From an optimization exercise on the open Yosys and OpenROAD flow, aimed at small area, a short achievable clock period and few clock cycles per item; shortcuts taken in it are not production practice. In this exercise RTL edits were held to simulation tests only and were not proved equivalent to the original.

<file path="flow/run.sh">
#!/bin/bash
# The standard layout (standard.sh), except that the port buffers that
# buffer_ports inserts are sky130_fd_sc_hd__buf_2 cells instead of its default pick.
set -euo pipefail
export BUFFER_PORTS_ARGS="-buffer_cell sky130_fd_sc_hd__buf_2"
bash standard.sh > standard_make.log 2>&1
</file>
<file path="standard.sh">
#!/bin/bash
# synth_recipe.tcl (not shown) runs the flow's synth.tcl, then flattens the netlist and writes it again
# the make line also repeats each setting of config.mk as NAME=value (left out here)
make -C /OpenROAD-flow-scripts/flow DESIGN_CONFIG=/design/flow/config.mk WORK_HOME=/design/flow/orfs CLKGATE_MAP_FILE= SYNTH_SCRIPT=/design/flow/synth_recipe.tcl "${@:-finish}"
</file>
<file path="config.mk">
export PLATFORM = sky130hd
export DESIGN_NAME = subbytes_stream
export DESIGN_NICKNAME = subbytes_stream
export VERILOG_FILES = /design/flow/design.v
export SDC_FILE = /design/flow/constraint.sdc
export NUM_CORES = 8
export LEC_CHECK = 0
export CAP_MARGIN = 20
export CORE_MARGIN = 2
export CORE_UTILIZATION = 45
export PLACE_DENSITY = 0.6
export SETUP_SLACK_MARGIN = 2.3
export SLEW_MARGIN = 20
export SYNTH_HIERARCHICAL = 1
export SYNTH_MINIMUM_KEEP_SIZE = 0
</file>
<file path="constraint.sdc">
create_clock -name core_clock -period 5.5 [get_ports {clk}]
set_input_delay 1.1000 -clock core_clock [delete_from_list [all_inputs] [get_ports {clk}]]
set_output_delay 1.1000 -clock core_clock [all_outputs]
set_load 0.01 [all_outputs]
</file>
<file path="design.v">
package aes_pkg;
   localparam int BYTE_W = 8;
   typedef logic [BYTE_W-1:0] lane_t;
endpackage
module sb_xor2 (input logic a, b, output logic y); assign y = a ^ b; endmodule
module sb_xnor2 (input logic a, b, output logic y); assign y = ~(a ^ b); endmodule
module sb_nand2 (input logic a, b, output logic y); assign y = ~(a & b); endmodule
module sb_nor2 (input logic a, b, output logic y); assign y = ~(a | b); endmodule
module sb_nand2b (input logic an, b, output logic y); assign y = ~(~an & b); endmodule
module sb_nor2b (input logic a, bn, output logic y); assign y = ~(a | ~bn); endmodule
module sb_mux2i (input logic s, a0, a1, output logic y); assign y = ~(s ? a1 : a0); endmodule
module sb_mux2 (input logic s, a0, a1, output logic y); assign y = s ? a1 : a0; endmodule
module sb_inv (input logic a, output logic y); assign y = ~a; endmodule
module sbox_st0 (input logic [7:0] si, input logic inv, output logic [11:0] so);
   logic n1;
   logic n2;
   logic n3;
   logic n4;
   logic n5;
   logic n6;
   logic n7;
   logic n8;
   logic n9;
   logic n10;
   logic n11;
   logic n12;
   logic n15;
   logic n16;
   logic n17;
   logic n18;
   logic n19;
   logic n20;
   logic n21;
   logic n22;
   logic T2;
   logic T3;
   logic T5;
   logic T6;
   logic T7;
   logic T8;
   logic T9;
   logic T11;
   logic T12;
   logic T14;
   logic T18;
   logic T20;
   logic T21;
   logic T22;
   logic T23;
   logic T24;
   logic T25;
   logic T26;
   logic T27;
   logic M1;
   logic M2;
   logic M3;
   logic M4;
   logic M5;
   logic M6;
   logic M7;
   logic M8;
   logic M9;
   logic M10;
   logic M11;
   logic M12;
   logic M13;
   logic M14;
   logic M15;
   logic M16;
   logic M17;
   logic M18;
   logic M19;
   sb_xor2 g0 (.a(si[2]), .b(si[5]), .y(n1));
   sb_xnor2 g1 (.a(si[1]), .b(si[6]), .y(n2));
   sb_xor2 g2 (.a(si[0]), .b(si[3]), .y(n3));
   sb_xor2 g3 (.a(si[4]), .b(si[7]), .y(n4));
   sb_xor2 g4 (.a(si[5]), .b(n3), .y(n5));
   sb_xnor2 g5 (.a(si[1]), .b(n4), .y(n6));
   sb_xor2 g6 (.a(si[2]), .b(n4), .y(n7));
   sb_xor2 g7 (.a(si[0]), .b(n1), .y(n8));
   sb_xor2 g8 (.a(si[6]), .b(n3), .y(n9));
   sb_xnor2 g9 (.a(si[4]), .b(n2), .y(n10));
   sb_xnor2 g10 (.a(si[3]), .b(n2), .y(n11));
   sb_xnor2 g11 (.a(si[7]), .b(n1), .y(n12));
   sb_mux2i g12 (.s(inv), .a0(si[0]), .a1(n12), .y(n15));
   sb_mux2i g13 (.s(inv), .a0(si[1]), .a1(n9), .y(n16));
   sb_mux2i g14 (.s(inv), .a0(si[2]), .a1(n6), .y(n17));
   sb_mux2i g15 (.s(inv), .a0(si[3]), .a1(n8), .y(n18));
   sb_mux2i g16 (.s(inv), .a0(si[4]), .a1(n11), .y(n19));
   sb_mux2i g17 (.s(inv), .a0(si[5]), .a1(n7), .y(n20));
   sb_mux2i g18 (.s(inv), .a0(si[6]), .a1(n5), .y(n21));
   sb_mux2i g19 (.s(inv), .a0(si[7]), .a1(n10), .y(n22));
   sb_xor2 g20 (.a(n22), .b(n19), .y(so[6]));
   sb_xor2 g21 (.a(n22), .b(n17), .y(T2));
   sb_xor2 g22 (.a(n22), .b(n16), .y(T3));
   sb_xor2 g23 (.a(n19), .b(n17), .y(so[7]));
   sb_xor2 g24 (.a(n18), .b(n16), .y(T5));
   sb_xor2 g25 (.a(so[6]), .b(T5), .y(T6));
   sb_xnor2 g26 (.a(n21), .b(n20), .y(T7));
   sb_xnor2 g27 (.a(n15), .b(T6), .y(T8));
   sb_xor2 g28 (.a(n15), .b(T7), .y(T9));
   sb_xnor2 g29 (.a(T6), .b(T7), .y(so[3]));
   sb_xor2 g30 (.a(n21), .b(n17), .y(T11));
   sb_xnor2 g31 (.a(n20), .b(n17), .y(T12));
   sb_xor2 g32 (.a(T3), .b(so[7]), .y(so[4]));
   sb_xnor2 g33 (.a(T6), .b(T11), .y(T14));
   sb_xor2 g34 (.a(T5), .b(T11), .y(so[2]));
   sb_xnor2 g35 (.a(T5), .b(T12), .y(so[0]));
   sb_xor2 g36 (.a(T9), .b(so[0]), .y(so[1]));
   sb_xnor2 g37 (.a(n19), .b(n15), .y(T18));
   sb_xor2 g38 (.a(T7), .b(T18), .y(so[5]));
   sb_xor2 g39 (.a(so[6]), .b(so[5]), .y(T20));
   sb_xor2 g40 (.a(n16), .b(n15), .y(T21));
   sb_xnor2 g41 (.a(T7), .b(T21), .y(T22));
   sb_xor2 g42 (.a(T2), .b(T22), .y(T23));
   sb_xnor2 g43 (.a(T2), .b(so[3]), .y(T24));
   sb_xnor2 g44 (.a(T20), .b(so[1]), .y(T25));
   sb_xnor2 g45 (.a(T3), .b(so[0]), .y(T26));
   sb_xnor2 g46 (.a(so[6]), .b(T12), .y(T27));
   sb_nand2 g47 (.a(so[4]), .b(T6), .y(M1));
   sb_nand2 g48 (.a(T23), .b(T8), .y(M2));
   sb_xor2 g49 (.a(T14), .b(M1), .y(M3));
   sb_nand2b g50 (.an(n15), .b(so[5]), .y(M4));
   sb_xnor2 g51 (.a(M4), .b(M1), .y(M5));
   sb_nand2 g52 (.a(T3), .b(so[0]), .y(M6));
   sb_nand2 g53 (.a(T22), .b(T9), .y(M7));
   sb_xor2 g54 (.a(T26), .b(M6), .y(M8));
   sb_nand2 g55 (.a(T20), .b(so[1]), .y(M9));
   sb_xor2 g56 (.a(M9), .b(M6), .y(M10));
   sb_nand2 g57 (.a(so[6]), .b(so[2]), .y(M11));
   sb_nand2 g58 (.a(so[7]), .b(T27), .y(M12));
   sb_xor2 g59 (.a(M12), .b(M11), .y(M13));
   sb_nand2 g60 (.a(T2), .b(so[3]), .y(M14));
   sb_xnor2 g61 (.a(M14), .b(M11), .y(M15));
   sb_xnor2 g62 (.a(M3), .b(M2), .y(M16));
   sb_xnor2 g63 (.a(M5), .b(T24), .y(M17));
   sb_xnor2 g64 (.a(M8), .b(M7), .y(M18));
   sb_xnor2 g65 (.a(M10), .b(M15), .y(M19));
   sb_xor2 g66 (.a(M16), .b(M13), .y(so[8]));
   sb_xor2 g67 (.a(M17), .b(M15), .y(so[9]));
   sb_xor2 g68 (.a(M18), .b(M13), .y(so[10]));
   sb_xnor2 g69 (.a(M19), .b(T25), .y(so[11]));
endmodule
module sbox_st1 (input logic [11:0] si, input logic inv, output logic [7:0] so);
   logic n10077;
   logic n10078;
   logic n10079;
   logic n10080;
   logic n10081;
   logic n10082;
   logic n10083;
   logic n10084;
   logic n10085;
   logic n10086;
   logic n10087;
   logic M24;
   logic M25;
   logic M26;
   logic M27;
   logic M28;
   logic M29;
   logic M30;
   logic M31;
   logic M32;
   logic M33;
   logic M34;
   logic M35;
   logic M36;
   logic M37;
   logic M38;
   logic M39;
   logic M40;
   logic M41;
   logic M42;
   logic M43;
   logic M44;
   logic M45;
   logic M46;
   logic M47;
   logic M48;
   logic M49;
   logic M50;
   logic M51;
   logic M52;
   logic M53;
   logic M54;
   logic M55;
   logic M56;
   logic M57;
   logic M58;
   logic M59;
   logic M60;
   logic M61;
   logic M62;
   logic M63;
   logic n23;
   logic n24;
   logic n25;
   logic n26;
   logic n27;
   logic n28;
   logic n29;
   logic n30;
   logic n31;
   logic n32;
   logic n33;
   logic n34;
   logic n35;
   logic n36;
   logic n37;
   logic n38;
   logic n39;
   logic n40;
   logic n41;
   logic n42;
   logic n43;
   logic n44;
   logic n45;
   logic n46;
   logic n47;
   logic n48;
   logic n49;
   logic n50;
   logic n51;
   logic n52;
   sb_xor2 g0 (.a(si[0]), .b(si[3]), .y(n10077));
   sb_xor2 g1 (.a(si[4]), .b(si[5]), .y(n10078));
   sb_xor2 g2 (.a(si[6]), .b(si[7]), .y(n10079));
   sb_xor2 g3 (.a(si[2]), .b(n10077), .y(n10080));
   sb_xor2 g4 (.a(si[1]), .b(n10077), .y(n10081));
   sb_xor2 g5 (.a(si[1]), .b(si[2]), .y(n10082));
   sb_xor2 g6 (.a(si[0]), .b(si[1]), .y(n10083));
   sb_xor2 g7 (.a(si[2]), .b(si[3]), .y(n10084));
   sb_xor2 g8 (.a(si[4]), .b(si[7]), .y(n10085));
   sb_xor2 g9 (.a(n10078), .b(n10079), .y(n10086));
   sb_xor2 g10 (.a(si[5]), .b(si[6]), .y(n10087));
   sb_xnor2 g11 (.a(si[10]), .b(si[11]), .y(M24));
   sb_nand2 g12 (.a(si[10]), .b(si[8]), .y(M25));
   sb_xor2 g13 (.a(si[9]), .b(M25), .y(M26));
   sb_xnor2 g14 (.a(si[8]), .b(si[9]), .y(M27));
   sb_xor2 g15 (.a(si[11]), .b(M25), .y(M28));
   sb_nor2 g16 (.a(M28), .b(M27), .y(M29));
   sb_nor2 g17 (.a(M26), .b(M24), .y(M30));
   sb_nand2 g18 (.a(si[8]), .b(si[11]), .y(M31));
   sb_nor2 g19 (.a(M27), .b(M31), .y(M32));
   sb_xnor2 g20 (.a(M27), .b(M25), .y(M33));
   sb_nand2 g21 (.a(si[9]), .b(si[10]), .y(M34));
   sb_nor2 g22 (.a(M24), .b(M34), .y(M35));
   sb_xor2 g23 (.a(M24), .b(M25), .y(M36));
   sb_xor2 g24 (.a(si[9]), .b(M29), .y(M37));
   sb_xnor2 g25 (.a(M32), .b(M33), .y(M38));
   sb_xor2 g26 (.a(si[11]), .b(M30), .y(M39));
   sb_xor2 g27 (.a(M35), .b(M36), .y(M40));
   sb_xor2 g28 (.a(M38), .b(M40), .y(M41));
   sb_xor2 g29 (.a(M37), .b(M39), .y(M42));
   sb_xor2 g30 (.a(M37), .b(M38), .y(M43));
   sb_xor2 g31 (.a(M39), .b(M40), .y(M44));
   sb_xor2 g32 (.a(M42), .b(M41), .y(M45));
   sb_nand2 g33 (.a(M44), .b(n10080), .y(M46));
   sb_nand2 g34 (.a(M40), .b(n10081), .y(M47));
   sb_nand2 g35 (.a(M39), .b(n10082), .y(M48));
   sb_nand2 g36 (.a(M43), .b(si[0]), .y(M49));
   sb_nand2 g37 (.a(M38), .b(n10083), .y(M50));
   sb_nand2 g38 (.a(M37), .b(si[1]), .y(M51));
   sb_nand2 g39 (.a(M42), .b(si[2]), .y(M52));
   sb_nand2 g40 (.a(M45), .b(n10084), .y(M53));
   sb_nand2 g41 (.a(M41), .b(si[3]), .y(M54));
   sb_nand2 g42 (.a(M44), .b(si[4]), .y(M55));
   sb_nand2 g43 (.a(M40), .b(n10078), .y(M56));
   sb_nand2 g44 (.a(M39), .b(si[5]), .y(M57));
   sb_nand2 g45 (.a(M43), .b(n10085), .y(M58));
   sb_nand2 g46 (.a(M38), .b(n10086), .y(M59));
   sb_nand2 g47 (.a(M37), .b(n10087), .y(M60));
   sb_nand2 g48 (.a(M42), .b(si[6]), .y(M61));
   sb_nand2 g49 (.a(M45), .b(si[7]), .y(M62));
   sb_nand2 g50 (.a(M41), .b(n10079), .y(M63));
   sb_xor2 g51 (.a(M61), .b(M62), .y(n23));
   sb_xnor2 g52 (.a(M50), .b(M56), .y(n24));
   sb_xor2 g53 (.a(M46), .b(M48), .y(n25));
   sb_xor2 g54 (.a(M47), .b(M55), .y(n26));
   sb_xnor2 g55 (.a(M54), .b(M58), .y(n27));
   sb_xnor2 g56 (.a(M49), .b(M61), .y(n28));
   sb_xnor2 g57 (.a(M62), .b(n28), .y(n29));
   sb_xor2 g58 (.a(M46), .b(n26), .y(n30));
   sb_xnor2 g59 (.a(M51), .b(M59), .y(n31));
   sb_xor2 g60 (.a(M52), .b(M53), .y(n32));
   sb_xor2 g61 (.a(M53), .b(n27), .y(n33));
   sb_xor2 g62 (.a(M60), .b(n25), .y(n34));
   sb_xor2 g63 (.a(M48), .b(M51), .y(n35));
   sb_xnor2 g64 (.a(M50), .b(n23), .y(n36));
   sb_xor2 g65 (.a(M52), .b(M61), .y(n37));
   sb_xor2 g66 (.a(M55), .b(n24), .y(n38));
   sb_xnor2 g67 (.a(M56), .b(n23), .y(n39));
   sb_xnor2 g68 (.a(M57), .b(n24), .y(n40));
   sb_xnor2 g69 (.a(M58), .b(n31), .y(n41));
   sb_xnor2 g70 (.a(M63), .b(n27), .y(n42));
   sb_xnor2 g71 (.a(n23), .b(n24), .y(n43));
   sb_xnor2 g72 (.a(n24), .b(n30), .y(n44));
   sb_xor2 g73 (.a(n26), .b(n35), .y(n45));
   sb_xor2 g74 (.a(n41), .b(n25), .y(n46));
   sb_xnor2 g75 (.a(n38), .b(n32), .y(n47));
   sb_xnor2 g76 (.a(n29), .b(n33), .y(n48));
   sb_xnor2 g77 (.a(n30), .b(n32), .y(n49));
   sb_xor2 g78 (.a(n31), .b(n33), .y(n50));
   sb_xor2 g79 (.a(n34), .b(n37), .y(n51));
   sb_xor2 g80 (.a(n34), .b(n40), .y(n52));
   sb_xnor2 g81 (.a(n29), .b(n47), .y(so[7]));
   sb_xor2 g82 (.a(n39), .b(n49), .y(so[6]));
   sb_xor2 g83 (.a(n42), .b(n51), .y(so[5]));
   sb_xnor2 g84 (.a(n29), .b(n44), .y(so[4]));
   sb_xnor2 g85 (.a(n43), .b(n45), .y(so[3]));
   sb_xnor2 g86 (.a(n48), .b(n52), .y(so[2]));
   sb_xnor2 g87 (.a(n36), .b(n50), .y(so[1]));
   sb_xor2 g88 (.a(n29), .b(n46), .y(so[0]));
endmodule
module sbox_st2 (input logic [7:0] si, input logic inv, output logic [7:0] so);
   logic n61;
   logic n62;
   logic n63;
   logic n64;
   logic n65;
   logic n66;
   logic n67;
   logic n68;
   logic n69;
   logic n70;
   logic n71;
   logic n72;
   sb_xor2 g0 (.a(si[0]), .b(si[3]), .y(n61));
   sb_xnor2 g1 (.a(si[4]), .b(si[7]), .y(n62));
   sb_xnor2 g2 (.a(si[1]), .b(si[6]), .y(n63));
   sb_xnor2 g3 (.a(si[2]), .b(si[5]), .y(n64));
   sb_xnor2 g4 (.a(si[4]), .b(n63), .y(n65));
   sb_xor2 g5 (.a(si[5]), .b(n61), .y(n66));
   sb_xor2 g6 (.a(si[6]), .b(n61), .y(n67));
   sb_xnor2 g7 (.a(si[3]), .b(n63), .y(n68));
   sb_xor2 g8 (.a(si[1]), .b(n62), .y(n69));
   sb_xnor2 g9 (.a(si[2]), .b(n62), .y(n70));
   sb_xor2 g10 (.a(si[7]), .b(n64), .y(n71));
   sb_xnor2 g11 (.a(si[0]), .b(n64), .y(n72));
   sb_mux2i g12 (.s(inv), .a0(si[0]), .a1(n71), .y(so[0]));
   sb_mux2i g13 (.s(inv), .a0(si[1]), .a1(n67), .y(so[1]));
   sb_mux2i g14 (.s(inv), .a0(si[2]), .a1(n69), .y(so[2]));
   sb_mux2i g15 (.s(inv), .a0(si[3]), .a1(n72), .y(so[3]));
   sb_mux2i g16 (.s(inv), .a0(si[4]), .a1(n68), .y(so[4]));
   sb_mux2i g17 (.s(inv), .a0(si[5]), .a1(n70), .y(so[5]));
   sb_mux2i g18 (.s(inv), .a0(si[6]), .a1(n66), .y(so[6]));
   sb_mux2i g19 (.s(inv), .a0(si[7]), .a1(n65), .y(so[7]));
endmodule
module subbytes_stream
#(
   parameter int LANES      = 16,
   parameter int CNT_W      = 32
) (
   input  logic                    clk,
   input  logic                    rst,
   input  logic                    in_valid,
   output logic                    in_ready,
   input  logic [aes_pkg::BYTE_W*LANES-1:0] in_data,
   input  logic                    in_inv,
   input  logic                    in_last,
   output logic                    out_valid,
   input  logic                    out_ready,
   output logic [aes_pkg::BYTE_W*LANES-1:0] out_data,
   output logic                    out_last,
   output logic [CNT_W-1:0]        beat_count
);
   localparam int W1 = 12;
   localparam int W2 = 8;
   logic [W1*LANES-1:0] s1_d, s1_q;
   logic [W2*LANES-1:0] s2_d, s2_q;
   logic [2:1] inv_q, last_q, valid_q;
   logic load, in_fire;
   logic [CNT_W-1:0] cnt_q, cnt_d;
   genvar gi;
   for (gi = 0; gi < LANES; gi++) begin : g_lane
      sbox_st0 u_st0 (.si(in_data[aes_pkg::BYTE_W*gi +: aes_pkg::BYTE_W]), .inv(in_inv), .so(s1_d[W1*gi +: W1]));
      sbox_st1 u_st1 (.si(s1_q[W1*gi +: W1]), .inv(inv_q[1]), .so(s2_d[W2*gi +: W2]));
      sbox_st2 u_st2 (.si(s2_q[W2*gi +: W2]), .inv(inv_q[2]), .so(out_data[aes_pkg::BYTE_W*gi +: aes_pkg::BYTE_W]));
   end
   assign load      = ~valid_q[2] | out_ready;
   assign in_ready  = load;
   assign in_fire   = in_valid & load;
   assign out_valid = valid_q[2];
   assign out_last  = last_q[2];
   beat_count_next #(.W(CNT_W)) u_cnt (.q(cnt_q), .inc(in_fire), .d(cnt_d));
   assign beat_count = cnt_q;
   always_ff @(posedge clk or posedge rst) begin
      if (rst) begin
         valid_q <= '0;
         cnt_q   <= '0;
      end else begin
         if (load) valid_q <= {valid_q[2-1:1], in_valid};
         cnt_q <= cnt_d;
      end
   end
   always_ff @(posedge clk) begin
      if (load) begin
         s1_q <= s1_d;
         inv_q[1] <= in_inv;
         last_q[1] <= in_last;
         s2_q <= s2_d;
         inv_q[2] <= inv_q[1];
         last_q[2] <= last_q[1];
      end
   end
endmodule
module beat_count_next
#(
   parameter int W = 32
) (
   input  logic [W-1:0] q,
   input  logic         inc,
   output logic [W-1:0] d
);
   logic [W-1:0] ones, tn;
   always_comb begin
      ones[0] = 1'b1;
      for (int i = 1; i < W; i++) ones[i] = ones[i-1] & q[i-1];
   end
   sb_xor2 u_b0 (.a(q[0]), .b(inc), .y(d[0]));
   assign tn[0] = 1'b0;
   genvar gi;
   for (gi = 1; gi < W; gi++) begin : g_bit
      sb_nand2 u_t (.a(inc), .b(ones[gi]), .y(tn[gi]));
      sb_xnor2 u_d (.a(q[gi]), .b(tn[gi]), .y(d[gi]));
   end
endmodule
</file>
==> results.json, run 1 <==
{
  "status": "timing/DRC/antenna clean",
  "place_ws_ps": 1350,
  "critPathKind": "input port to flip-flop",
  "cts_tree": "yes",
  "slew_viol_final": 0,
  "routed_wl_um": 68100,
  "cts_sinks": 358,
  "critical_path_arrival_ps": 3510,
  "design_area_sq_um": 40900,
  "top_layer_used": "met5",
  "root_buffer": "clkbuf_16",
  "first_global_vias": 22408,
  "final.min_clock_period_ps": 3200,
  "fin_ws_ps": 2300,
  "clk_pin_slew_worst_paths_ps": 50,
  "netlist.area_leader.share": 0.304,
  "cp-startpoint": "in_inv",
  "synth_nets": 3492,
  "drtIter0Drc": 735,
  "cts-buffers-inserted": 46,
  "io_pins": 297,
  "syn-instance-count": 3358,
  "die_area_sq_um": 78000,
  "skew_ps": 18.7,
  "min_period_over_period": 0.582,
  "final_hold_viol_count": 0,
  "syn_to_final_growth_pct": 19.9,
  "postPlaceCellArea_sq_um": 38000,
  "synth_edf_count": 324,
  "dr.pass1.iters": 5,
  "yosys_most_used_dff": "edfxtp_1",
  "htreeDepth": 2,
  "viasPerCell": 4.67,
  "antenna_found_initial": 9,
  "fp.dieH_um": 279,
  "clockBufferDepth": 3,
  "cp-end-kind": "flip-flop",
  "wire_per_inst_um": 14.3,
  "critPathMaxFanout": 30,
  "synthArstFlopShare": 0.0950,
  "globalplace.congestion": 0.821,
  "wl_met1_um": 29800,
  "die_w_um": 279,
  "antenna_left": 0,
  "yosysUniqueCellTypes": 25,
  "yosysMostFrequentCell": "xor2_1",
  "yosys.area.top_type": "xor2_1",
  "grt_pass1_wl_um": 111000,
  "io_buffer_count": 296,
  "dp_hpwl_um": 53300,
  "met3_length_um": 2670,
  "worstSkewPairLatency_ps": 570,
  "start_util": 0.457,
  "rows": 100,
  "drc": 0,
  "num_vias": 22237,
  "hp-start": "last_q[1]$_DFFE_PP_",
  "grtUsageTotal": 0.172,
  "synth.area.top_cells": "xor2_1 30%, edfxtp_1 29%, xnor2_1 23%",
  "min_path_type": "flip-flop to flip-flop",
  "drv_cap": 0,
  "ys_seq_area_frac": 0.310,
  "ys_ff_latch": 358,
  "reg2reg_from": "s1_q[35]$_DFFE_PP_",
  "nets": 3888,
  "rsz0062_at_grt": "yes",
  "layout-drive-gt1-share": 0.184,
  "worst_pin_slew_ps": 957,
  "synth_common_cells": "1,185 x xor2_1, 911 x xnor2_1, 504 x nand2_1",
  "ys_warn_count": 8,
  "syn-mean-instance-area_sq_um": 10.2,
  "slew_headroom": 0.362,
  "start_kind": "input port",
  "netlist_area_sq_um": 34100,
  "wl_met2_um": 34500,
  "grt.overflow.total": 0,
  "setup_viol": 0,
  "cp.required_ps": 5810,
  "grt_max_degree": 175,
  "core_sq_um": 74700,
  "timing.fmax_ghz": 0.313
}
## per-module statistics from Yosys (local to each module, per instance), a selection
module | cells | flops+latches | times used
sb_xor2 | 1 | 0 | 1185
sb_mux2i | 1 | 0 | 256
sb_nand2 | 1 | 0 | 495
subbytes_stream | 363 | 358 | 1
sb_nor2 | 1 | 0 | 64
sb_nand2b | 1 | 0 | 16
sb_xnor2 | 1 | 0 | 911
## critical path, stage by stage
cell and delay [ps]:
buf_16 250, buf_12 300, mux2i_2 390, xor2_2 330, xor2_2 320, xnor2_2 170, nand2_1 120, xnor2_2 170
xnor2_1 200, xnor2_1 80
## state kept, by name, summed over array words and instances (netlist names)
register,count
s1_q,192
s2_q,128
cnt_q,32
inv_q,2
last_q,2
valid_q,2
## metal layers
metal / vias up / track usage
met4: 8 / 0.0401
met1: 10305 / 0.213
met2: 281 / 0.309
li1: 11567 / -
met5: - / 0
met3: 76 / 0.0313
## per-stage QoR
step           TNS, ps  instances  utilization  hold WS (ps)
2_1_floorplan   -36910       3358            -           400
3_3_place_gp         0       4633        0.509           401
3_5_place_dp         0       4633        0.509           412
4_1_cts              0       4723        0.533           426
5_1_grt              0       4761        0.548           436
6_report             0       4761        0.548           423
## cell usage in the layout, fill, tap and decap left out, drive strengths merged, types with 2 or more instances in the layout
cell	synthesis	routed
nand3	7	7
nand2	504	504
nand4	6	6
and3	4	4
clkinv	0	11
nor3	10	10
bufinv	0	4
nor4	8	8
xnor2	911	911
edfxtp	324	324
nand2b	17	17
dfrtp	34	34
xor2	1185	1185
clkbuf	0	66
inv	10	15
and2	5	5
nor2	70	70
buf	2	346
mux2i	256	256
bufbuf	0	2
## repair_timing
action	in CTS	in global routing
setup buffers	2	35
hold buffers	0	0
resized for setup	19	122
gates cloned	3	2
pin swaps	0	16
setup endpoints to repair	123	120
## path summary, 6_finish.rpt
check                                 endpoint  slack (ps)  cells after the start
max in group asynchronous  cnt_q[15]$_DFF_PP0_        4280                      3
min in group asynchronous  cnt_q[31]$_DFF_PP0_         530                      2
hold reg to reg            last_q[2]$_DFFE_PP_         420                      0
setup / recovery           s1_q[131]$_DFFE_PP_        2300                     10
setup reg to reg            s2_q[18]$_DFFE_PP_        2500                      9
hold / removal             last_q[2]$_DFFE_PP_         420                      0
## logic make-up after synthesis
logic type | Yosys count | synth area share
AND/OR/NAND/NOR | 635 | 0.0750
buffers and inverters | 12 | 0.00136
XOR/XNOR | 2096 | 0.538
multiplexers | 257 | 0.0755
flip-flops | 358 | 0.310
## layout make-up
cell class              count  area [sq um]
diodes                      1          2.50
clock buffers              64          1340
clock inverters            21           218
fillers                  6781         33800
inverters                  10          37.5
multi-input cells        2988         25400
flip-flops and latches    358         10600
well taps                 969          1210
repair buffers            350          2130
Testbench counts, summed over its fixed seeds: cycles 4,112, items 4,096.
==> run 2: changes to the inputs <==
--- a/config.mk
+++ b/config.mk
@@ -11,3 +11,3 @@
 export PLACE_DENSITY = 0.6
-export SETUP_SLACK_MARGIN = 2.3
+export SETUP_SLACK_MARGIN = 2.5
 export SLEW_MARGIN = 20
==> results.json, run 2 <==
{
  "utilization": 0.606,
  "num-fill-cells": 6218,
  "timing.fmax_ghz": 0.330,
  "reg_top3": "s1_q x192, s2_q x128, cnt_q x32",
  "final_common_cell": "xor2_1",
  "fp.dieH_um": 279,
  "slew_headroom": 0.247,
  "grtUsageTotal": 0.180,
  "whs_endpoint": "inv_q[2]$_DFFE_PP_",
  "cp-end-kind": "flip-flop",
  "synth_edf_count": 324,
  "yosysMostFrequentCell": "xor2_1",
  "first_global_vias": 22851,
  "cts_tree": "yes",
  "htreeDepth": 2,
  "cts_sinks": 358,
  "largest_reg_flops": 192,
  "globalplace.congestion": 0.835,
  "whs_ps": 417,
  "diodes": 0,
  "final_cell_mix": "960 x xor2_1, 736 x xnor2_1, 501 x nand2_1",
  "setup_viol": 0,
  "grt.overflow.total": 0,
  "antenna_found_initial": 1,
  "rsz0062_at_grt": "yes",
  "clk_pin_slew_worst_paths_ps": 60,
  "dr.pass1.iters": 5,
  "critPathMaxFanout": 4,
  "yosys_most_used_dff": "edfxtp_1",
  "drtIter0Drc": 639,
  "synth_common_cells": "1,185 x xor2_1, 911 x xnor2_1, 504 x nand2_1",
  "ys_warn_count": 8,
  "postPlaceCellArea_sq_um": 38600,
  "netlist_area_sq_um": 34100,
  "status": "timing/DRC/antenna clean",
  "dp_hpwl_um": 54700,
  "reg2reg_from": "s1_q[35]$_DFFE_PP_",
  "routed_wl_um": 74300,
  "syn_to_final_growth_pct": 32.6,
  "finalNonFillerCells": 4906,
  "core_sq_um": 74700,
  "skew_ps": 29.0,
  "worst_pin_slew_ps": 1130,
  "viasPerCell": 4.69,
  "nets": 4034,
  "io_buffer_count": 296,
  "ys_ff_latch": 358,
  "layout-drive-gt1-share": 0.287,
  "syn-mean-instance-area_sq_um": 10.2,
  "synthArstFlopShare": 0.0950,
  "num_vias": 23029,
  "reg2reg_depth": 9,
  "design_area_sq_um": 45300,
  "ff2ff_setup_slack_ps": 2620,
  "synth.area.top_cells": "xor2_1 30%, edfxtp_1 29%, xnor2_1 23%",
  "netlist.area_leader.share": 0.304,
  "antenna_left": 0,
  "top_register": "s1_q",
  "clockBufferDepth": 3,
  "slew_viol_final": 0,
  "dpl.cell_count": 4634,
  "yosys.area.top_type": "xor2_1",
  "cp.required_ps": 5820,
  "whs_path_depth": 0,
  "io_pins": 297,
  "yosysUniqueCellTypes": 25,
  "die_area_sq_um": 78000,
  "drc": 0,
  "final.min_clock_period_ps": 3030,
  "critical_path_arrival_ps": 3340,
  "grt_pass1_wl_um": 116000,
  "start_util": 0.457,
  "hp-start": "inv_q[1]$_DFFE_PP_",
  "rr_endpoint": "s2_q[22]$_DFFE_PP_",
  "wire_per_inst_um": 15.1,
  "cts-buffers-inserted": 45,
  "worstSkewPairLatency_ps": 580,
  "root_buffer": "clkbuf_16",
  "ys_seq_area_frac": 0.310,
  "min_path_type": "flip-flop to flip-flop",
  "die_w_um": 279,
  "drv_cap": 0,
  "rows": 100,
  "synth_nets": 3492,
  "final_hold_viol_count": 0,
  "holdBufCountCts": 0,
  "grt_max_degree": 160,
  "start_kind": "input port",
  "critPathKind": "input port to flip-flop",
  "min_period_over_period": 0.550,
  "syn-instance-count": 3358
}
==> run 2: cell types whose count changed in the layout (fill, tap and decap cells not counted), sizes merged <==
cell and delta:
buf +147, clkbuf -6, clkinv +5, clkinvlp +3, diode -1, inv -3
==> run 2: per-module statistics from Yosys (local to each module, per instance), excerpt <==
module,area [sq um],flops+latches,copies in the design
subbytes_stream,10600,358,1
sb_mux2i,10.0,0,256
sb_xnor2,8.76,0,911
sb_xor2,8.76,0,1185
sb_nand2b,6.26,0,16
sb_nand2,3.75,0,495
sb_nor2,3.75,0,64
==> run 2: cell families after synthesis <==
family	share of synthesized area
simple gates	0.0750
flops	0.310
mux	0.0755
xor+xnor	0.538
buf+inv	0.00136
==> run 2: worst max-delay path, cell delays in order <==
cell     delay [ps]
buf_2           220
xnor2_4         160
xnor2_1         110
mux2i_2         420
xor2_2          270
xor2_2          320
xnor2_2         190
nand2_1         120
xnor2_2         170
xnor2_1         140
xnor2_1         120
==> run 2: per-layer routing <==
| metal | vias up | routed length [um] | track usage | share of wire |
|---|---|---|---|---|
| met4 | 0 | 1780 | 0.0462 | 0.024 |
| met3 | 89 | 2390 | 0.0239 | 0.032 |
| met2 | 292 | 38300 | 0.323 | 0.52 |
| li1 | 11750 | - | - | - |
| met5 | - | 0 | 0 | 0 |
| met1 | 10898 | 31900 | 0.229 | 0.43 |
==> run 2: worst max path at each step <==
stage / to / slack [ps] / from / depth (start not counted)
after global routing: s1_q[71]$_DFFE_PP_ / 2360 / in_data[41] / 11
after detailed placement: s1_q[59]$_DFFE_PP_ / 1330 / in_inv / 10
after CTS: out_data[4] / 2440 / inv_q[2]$_DFFE_PP_ / 6
after floorplan: out_data[0] / -290 / inv_q[2]$_DFFE_PP_ / 1
after global placement: s1_q[11]$_DFFE_PP_ / 1380 / in_inv / 10
final: s1_q[71]$_DFFE_PP_ / 2470 / in_data[41] / 11
==> run 2: final cells by class <==
type	count	area, sq um	share of cell area
clock buffers	58	1250	0.0276
inverters	10	37.5	0.000829
repair buffers	497	3500	0.0774
well taps	969	1210	0.0268
flip-flops and latches	358	10600	0.234
clock inverters	26	258	0.00569
multi-input cells	2988	28400	0.628
==> run 2: stage by stage <==
step | worst slack, ps | setup TNS, ps
6_report | 2470 | 0
3_5_place_dp | 1330 | 0
5_1_grt | 2360 | 0
3_3_place_gp | 1380 | 0
2_1_floorplan | -288 | -36910
4_1_cts | 2440 | 0
==> run 2: what timing repair did <==
action	in CTS	in global routing
endpoints found under the setup margin	205	236
cloned	10	2
resized for setup	132	365
pin swaps	13	98
setup buffers	43	133
==> run 3: changes to the inputs <==
--- a/config.mk
+++ b/config.mk
@@ -11,3 +11,3 @@
 export PLACE_DENSITY = 0.6
-export SETUP_SLACK_MARGIN = 2.5
+export SETUP_SLACK_MARGIN = 2.1
 export SLEW_MARGIN = 20
==> results.json, run 3 <==
{
  "status": "timing/DRC/antenna clean",
  "cp-end-kind": "flip-flop",
  "antenna_left": 0,
  "syn-mean-instance-area_sq_um": 10.2,
  "worstSkewPairLatency_ps": 580,
  "ff2ff_setup_slack_ps": 2420,
  "critPathMaxFanout": 52,
  "yosys_most_used_dff": "edfxtp_1",
  "fp.dieH_um": 279,
  "grtUsageTotal": 0.164,
  "nets": 3870,
  "dr.pass1.iters": 7,
  "rsz0062_at_grt": "yes",
  "cp_slowest_cell": "mux2i_2",
  "netlist.area_leader.share": 0.304,
  "holdBufCountCts": 0,
  "synth.area.top_cells": "xor2_1 30%, edfxtp_1 29%, xnor2_1 23%",
  "drv_cap": 0,
  "wire_per_inst_um": 13.6,
  "top_register": "s1_q",
  "synth_edf_count": 324,
  "ys_seq_area_frac": 0.310,
  "utilization": 0.529,
  "rows": 100,
  "reg2reg_from": "s1_q[107]$_DFFE_PP_",
  "cp-endpoint": "s1_q[155]$_DFFE_PP_",
  "setup_viol": 0,
  "start_kind": "input port",
  "worstPathCellList": "clkbuf_16 -> buf_16 -> mux2i_2 -> xnor2_1 -> xnor2_1 -> xor2_1 -> nand2_1 -> xor2_1 -> xnor2_1 -> xnor2_1",
  "routed_wl_um": 64500,
  "root_buffer": "clkbuf_16",
  "synth_nets": 3492,
  "die_area_sq_um": 78000,
  "cts_tree": "yes",
  "cts_sinks": 358,
  "critical_path_arrival_ps": 3620,
  "skew_ps": 25.8,
  "slew_headroom": 0.404,
  "finalNonFillerCells": 4748,
  "io_buffer_count": 296,
  "worst_pin_slew_ps": 893,
  "cp-startpoint": "in_inv",
  "cp.required_ps": 5800,
  "globalplace.congestion": 0.839,
  "grt.overflow.total": 0,
  "largest_reg_flops": 192,
  "slew_viol_final": 0,
  "yosysMostFrequentCell": "xor2_1",
  "num-fill-cells": 6780,
  "viasPerCell": 4.62,
  "clk_pin_slew_worst_paths_ps": 50,
  "rr_endpoint": "s2_q[66]$_DFFE_PP_",
  "ys_ff_latch": 358,
  "yosys.area.top_type": "xor2_1",
  "clockBufferDepth": 3,
  "dp_hpwl_um": 52200,
  "min_period_over_period": 0.602,
  "htreeDepth": 2,
  "io_pins": 297,
  "timing.fmax_ghz": 0.302,
  "die_w_um": 279,
  "reg2reg_depth": 9,
  "start_util": 0.457,
  "syn_to_final_growth_pct": 15.7,
  "cpMostUsedCell": "xnor2_1",
  "grt_pass1_wl_um": 107000,
  "min_path_type": "flip-flop to flip-flop",
  "final.min_clock_period_ps": 3310,
  "final_hold_viol_count": 0,
  "drtIter0Drc": 618,
  "cp_slowest_stage_delay_ps": 410,
  "yosysUniqueCellTypes": 25,
  "dpl.cell_count": 4636,
  "ys_warn_count": 8,
  "syn-instance-count": 3358,
  "whs_ps": 425,
  "cts-buffers-inserted": 45,
  "drc": 0,
  "reg_top3": "s1_q x192, s2_q x128, cnt_q x32",
  "antenna_found_initial": 15,
  "critPathKind": "input port to flip-flop",
  "synthArstFlopShare": 0.0950,
  "grt_max_degree": 170,
  "final_common_cell": "xor2_1",
  "netlist_area_sq_um": 34100,
  "synth_common_cells": "1,185 x xor2_1, 911 x xnor2_1, 504 x nand2_1",
  "core_sq_um": 74700,
  "first_global_vias": 21961,
  "setup_tns_ps": 0,
  "layout-drive-gt1-share": 0.135,
  "final_cell_mix": "1,137 x xor2_1, 907 x xnor2_1, 504 x nand2_1",
  "num_vias": 21955
}
run 3: final cells by class:
type                    count  area (sq um)  area share
inverters                  10          37.5    0.000951
multi-input cells        2988         24200       0.613
clock buffers              51          1150      0.0291
clock inverters            30           394     0.00998
diodes                      9          22.5    0.000570
repair buffers            333          1870      0.0474
flip-flops and latches    358         10600       0.268
well taps                 969          1210      0.0307
run 3: cells by family (layout without fill, tap and decap cells):
family / after synthesis / after routing / synth area share
xor gates and xnor gates: 2096 / 2096 / 0.538
buffers and inverters: 12 / 424 / 0.00136
other: 0 / 9 / 0
DFF: 358 / 358 / 0.310
and+or+nand+nor: 635 / 635 / 0.0750
muxes: 257 / 257 / 0.0755
run 3: through the flow:
stage / cell area, sq um / setup slack, ps
2_1_floorplan: 34500 / -288
3_3_place_gp: 37300 / 1340
3_5_place_dp: 37400 / 1230
4_1_cts: 38900 / 2110
5_1_grt: 39500 / 2020
6_report: 39500 / 2190
run 3: critical path: cells and delay by family:
| kind | cells | cell delay [ps] |
|---|---|---|
| xor+xnor | 6 | 1320 |
| buf+inv | 2 | 610 |
| mux | 1 | 410 |
| simple gates | 1 | 100 |
run 3: metal layers:
layer / up-vias / share of wire / GRT usage
met2: 289 / 0.48 / 0.287
met1: 10025 / 0.45 / 0.207
li1: 11533 / - / -
met4: 12 / 0.026 / 0.0463
met5: - / 0.0011 / 0
met3: 96 / 0.038 / 0.0279
run 3: worst min path at each step:
stage	from	end	depth (start not counted)	slack, ps
3_3_place_gp	inv_q[1]$_DFFE_PP_	inv_q[2]$_DFFE_PP_	0	400
2_1_floorplan	inv_q[1]$_DFFE_PP_	inv_q[2]$_DFFE_PP_	0	400
4_1_cts	inv_q[1]$_DFFE_PP_	inv_q[2]$_DFFE_PP_	0	420
6_report	inv_q[1]$_DFFE_PP_	inv_q[2]$_DFFE_PP_	0	420
5_1_grt	inv_q[1]$_DFFE_PP_	inv_q[2]$_DFFE_PP_	0	440
3_5_place_dp	last_q[1]$_DFFE_PP_	last_q[2]$_DFFE_PP_	0	410
run 3: timing repair:
action                                  CTS  global route
buffers inserted                          1            21
pin swaps                                 0             8
resized for setup                         7            68
endpoints found under the setup margin   48            27
run 3: modules after synthesis (local to each module, per instance), excerpt:
| module | cells | flops+latches |
|---|---|---|
| subbytes_stream | 363 | 358 |
| sb_xor2 | 1 | 0 |
| sb_mux2i | 1 | 0 |
| sb_xnor2 | 1 | 0 |
| sb_nand2 | 1 | 0 |
| sb_nor2 | 1 | 0 |
| sb_nand2b | 1 | 0 |
==> run 4: changes to the inputs <==
--- a/config.mk
+++ b/config.mk
@@ -10,4 +10,5 @@
 export CORE_UTILIZATION = 45
+export CTS_BUF_LIST = sky130_fd_sc_hd__clkbuf_4 sky130_fd_sc_hd__clkbuf_8
 export PLACE_DENSITY = 0.6
-export SETUP_SLACK_MARGIN = 2.1
+export SETUP_SLACK_MARGIN = 2.2
 export SLEW_MARGIN = 20
==> results.json, run 4 <==
{
  "synth_top_family_by_area": "XOR/XNOR gates",
  "first_global_vias": 22448,
  "worst_pin_slew_ps": 947,
  "synthMuxAreaShare": 0.0755,
  "synth-simple-area-share": 0.0750,
  "dpl.cell_count": 4632,
  "slew_headroom": 0.369,
  "skew_ps": 29.6,
  "final_cell_mix": "1,137 x xor2_1, 867 x xnor2_1, 504 x nand2_1",
  "top_register": "s1_q",
  "synth_nets": 3492,
  "grt_pass1_wl_um": 109000,
  "critical_path_arrival_ps": 2170,
  "io_buffer_count": 296,
  "die_w_um": 279,
  "cts-buffers-inserted": 71,
  "ff2ff_setup_slack_ps": 2460,
  "io_pins": 297,
  "die_area_sq_um": 78000,
  "place_ws_ps": 1250,
  "cts_sinks": 358,
  "ys_warn_count": 8,
  "critPathKind": "flip-flop to primary output",
  "synth_compound_area_frac": 0,
  "cp-startpoint": "inv_q[2]$_DFFE_PP_",
  "largest_reg_flops": 192,
  "yosys.area_share.adder": 0,
  "synth_common_cells": "1,185 x xor2_1, 911 x xnor2_1, 504 x nand2_1",
  "dp_hpwl_um": 53100,
  "grtUsageTotal": 0.169,
  "viasPerCell": 4.65,
  "cp-end-kind": "primary output",
  "rsz0062_at_grt": "yes",
  "multiInputGateArea_sq_um": 24500,
  "holdBufCountCts": 0,
  "antenna_left": 0,
  "syn-instance-count": 3358,
  "status": "timing/DRC/antenna clean",
  "timing.fmax_ghz": 0.306,
  "clk_pin_slew_worst_paths_ps": 60,
  "cts_tree": "yes",
  "drtIter0Drc": 647,
  "rr_endpoint": "s2_q[46]$_DFFE_PP_",
  "critPathMaxFanout": 48,
  "dr.pass1.iters": 5,
  "grt.overflow.total": 0,
  "start_kind": "flip-flop",
  "yosysUniqueCellTypes": 25,
  "drv_cap": 0,
  "start_util": 0.457,
  "final.min_clock_period_ps": 3270,
  "antenna_found_initial": 2,
  "num-fill-cells": 6788,
  "grt_max_degree": 152,
  "globalplace.congestion": 0.870,
  "ys_seq_area_frac": 0.310,
  "min_period_over_period": 0.594,
  "netlist_area_sq_um": 34100,
  "htreeDepth": 3,
  "synthArstFlopShare": 0.0950,
  "finalNonFillerCells": 4773,
  "setup_tns_ps": 0,
  "cp.required_ps": 4400,
  "ys_ff_latch": 358,
  "root_buffer": "clkbuf_8",
  "drc": 0,
  "postPlaceCellArea_sq_um": 37800,
  "core_sq_um": 74700,
  "yosysMostFrequentCell": "xor2_1",
  "yosys_most_used_dff": "edfxtp_1",
  "clockBufferDepth": 3,
  "synth_edf_count": 324,
  "slew_viol_final": 0,
  "final_common_cell": "xor2_1",
  "wire_per_inst_um": 14.0,
  "rows": 100,
  "fin_ws_ps": 2230,
  "min_path_type": "flip-flop to flip-flop",
  "reg2reg_from": "s1_q[71]$_DFFE_PP_",
  "syn-mean-instance-area_sq_um": 10.2,
  "reg2reg_depth": 9,
  "nets": 3884,
  "yosys.area.top_type": "xor2_1",
  "synth.area.top_cells": "xor2_1 30%, edfxtp_1 29%, xnor2_1 23%",
  "cp-endpoint": "out_data[66]",
  "reg_top3": "s1_q x192, s2_q x128, cnt_q x32",
  "synth-xor-area-share": 0.538,
  "final_hold_viol_count": 0,
  "num_vias": 22209,
  "netlist.area_leader.share": 0.304,
  "syn_to_final_growth_pct": 15.9,
  "routed_wl_um": 67100,
  "worstSkewPairLatency_ps": 650,
  "setup_viol": 0,
  "seq_area_sq_um": 10600,
  "design_area_sq_um": 39500,
  "fp.dieH_um": 279,
  "layout-drive-gt1-share": 0.160
}
-- run 4: cell counts after synthesis --
Identical to the previous run, type by type.
-- run 4: Yosys stat by module (local to each module, per instance), a selection --
| module | flip-flops and latches | copies in the design |
|---|---|---|
| sb_nor2 | 0 | 64 |
| sb_xor2 | 0 | 1185 |
| sb_nand2b | 0 | 16 |
| sb_mux2i | 0 | 256 |
| sb_nand2 | 0 | 495 |
| subbytes_stream | 358 | 1 |
| sb_xnor2 | 0 | 911 |
-- run 4: worst min-delay path by stage --
stage / from / cells after the start / endpoint / slack (ps)
after floorplan: inv_q[1]$_DFFE_PP_ / 0 / inv_q[2]$_DFFE_PP_ / 400
after global placement: inv_q[1]$_DFFE_PP_ / 0 / inv_q[2]$_DFFE_PP_ / 400
after detailed placement: last_q[1]$_DFFE_PP_ / 0 / last_q[2]$_DFFE_PP_ / 410
after CTS: last_q[1]$_DFFE_PP_ / 0 / last_q[2]$_DFFE_PP_ / 420
after global routing: inv_q[1]$_DFFE_PP_ / 0 / inv_q[2]$_DFFE_PP_ / 430
final: last_q[1]$_DFFE_PP_ / 0 / last_q[2]$_DFFE_PP_ / 420
-- run 4: per-stage QoR --
stage / util / hold WS, ps
after floorplan: - / 400
after global placement: 0.506 / 401
after detailed placement: 0.506 / 407
after CTS: 0.526 / 420
after global routing: 0.529 / 430
final: 0.529 / 419
-- run 4: timing repair --
| action | in CTS | in global routing |
|---|---|---|
| gates resized for setup | 13 | 22 |
| setup buffers | 0 | 12 |
| cloned | 0 | 2 |
| pin swaps | 0 | 4 |
| setup endpoints to repair | 67 | 39 |
-- run 4: critical path, cell delays in order (launching register included) --
cell	delay (ps)
edfxtp_1	430
buf_12	150
buf_12	320
mux2i_2	410
buf_2	210
-- run 4: cell type report --
cell class / instances / share of cell area
antenna: 1 / 0.0000633
clock buffer: 90 / 0.0286
timing repair buffer: 321 / 0.0452
clock inverter: 36 / 0.00734
inverter: 10 / 0.000949
tap: 969 / 0.0307
multi-input combinational: 2988 / 0.620
sequential: 358 / 0.268
-- run 4: logic make-up (layout without fill, tap and decap cells) --
kind of cell | after synthesis | after routing
and+or+nand+nor | 635 | 635
muxes | 257 | 257
other | 0 | 1
buffers and inverters | 12 | 457
DFF | 358 | 358
xor gates and xnor gates | 2096 | 2096
-- run 4: per-layer routing --
layer | vias to the layer above | routed length, um | global-route usage
met2 | 304 | 33000 | 0.299
met4 | 0 | 1640 | 0.0567
met3 | 97 | 2340 | 0.0244
met1 | 10246 | 30100 | 0.210
met5 | - | 0 | 0
li1 | 11562 | - | -

port drivers added, routing unchanged:
How much do the figures lean on ideal ports? The routed layouts below were timed once more, with nothing changed but the port constraints. Step 1 assumes that a clkbuf_16 drives the clock port and a buf_2 every other input. Step 2 also shifts input and output timing later by t, the mid clock arrival at the registers, as if the neighbouring blocks saw the same clock. Three values: ideal ports, drivers, drivers and shift; two values: the first two.
run	t (ns)	setup WS [ns]	latest minus earliest clock arrival (ns)	cell pins on the clock port's net
run 1	0.623	2.301 / 2.186 / 1.562	0.018 / 0.019	1
run 2	0.621	2.474 / 2.350 / 1.728	0.029 / 0.029	1
run 3	0.619	2.187 / 2.190 / 1.570	0.027 / 0.027	1
run 4	0.690	2.233 / 2.176 / 1.540	0.041 / 0.041	1
After both steps setup and hold are still met in every run listed. The setup slack of run 2, which loses most, moves by -0.124 ns with the drivers and by -0.746 ns with both steps.
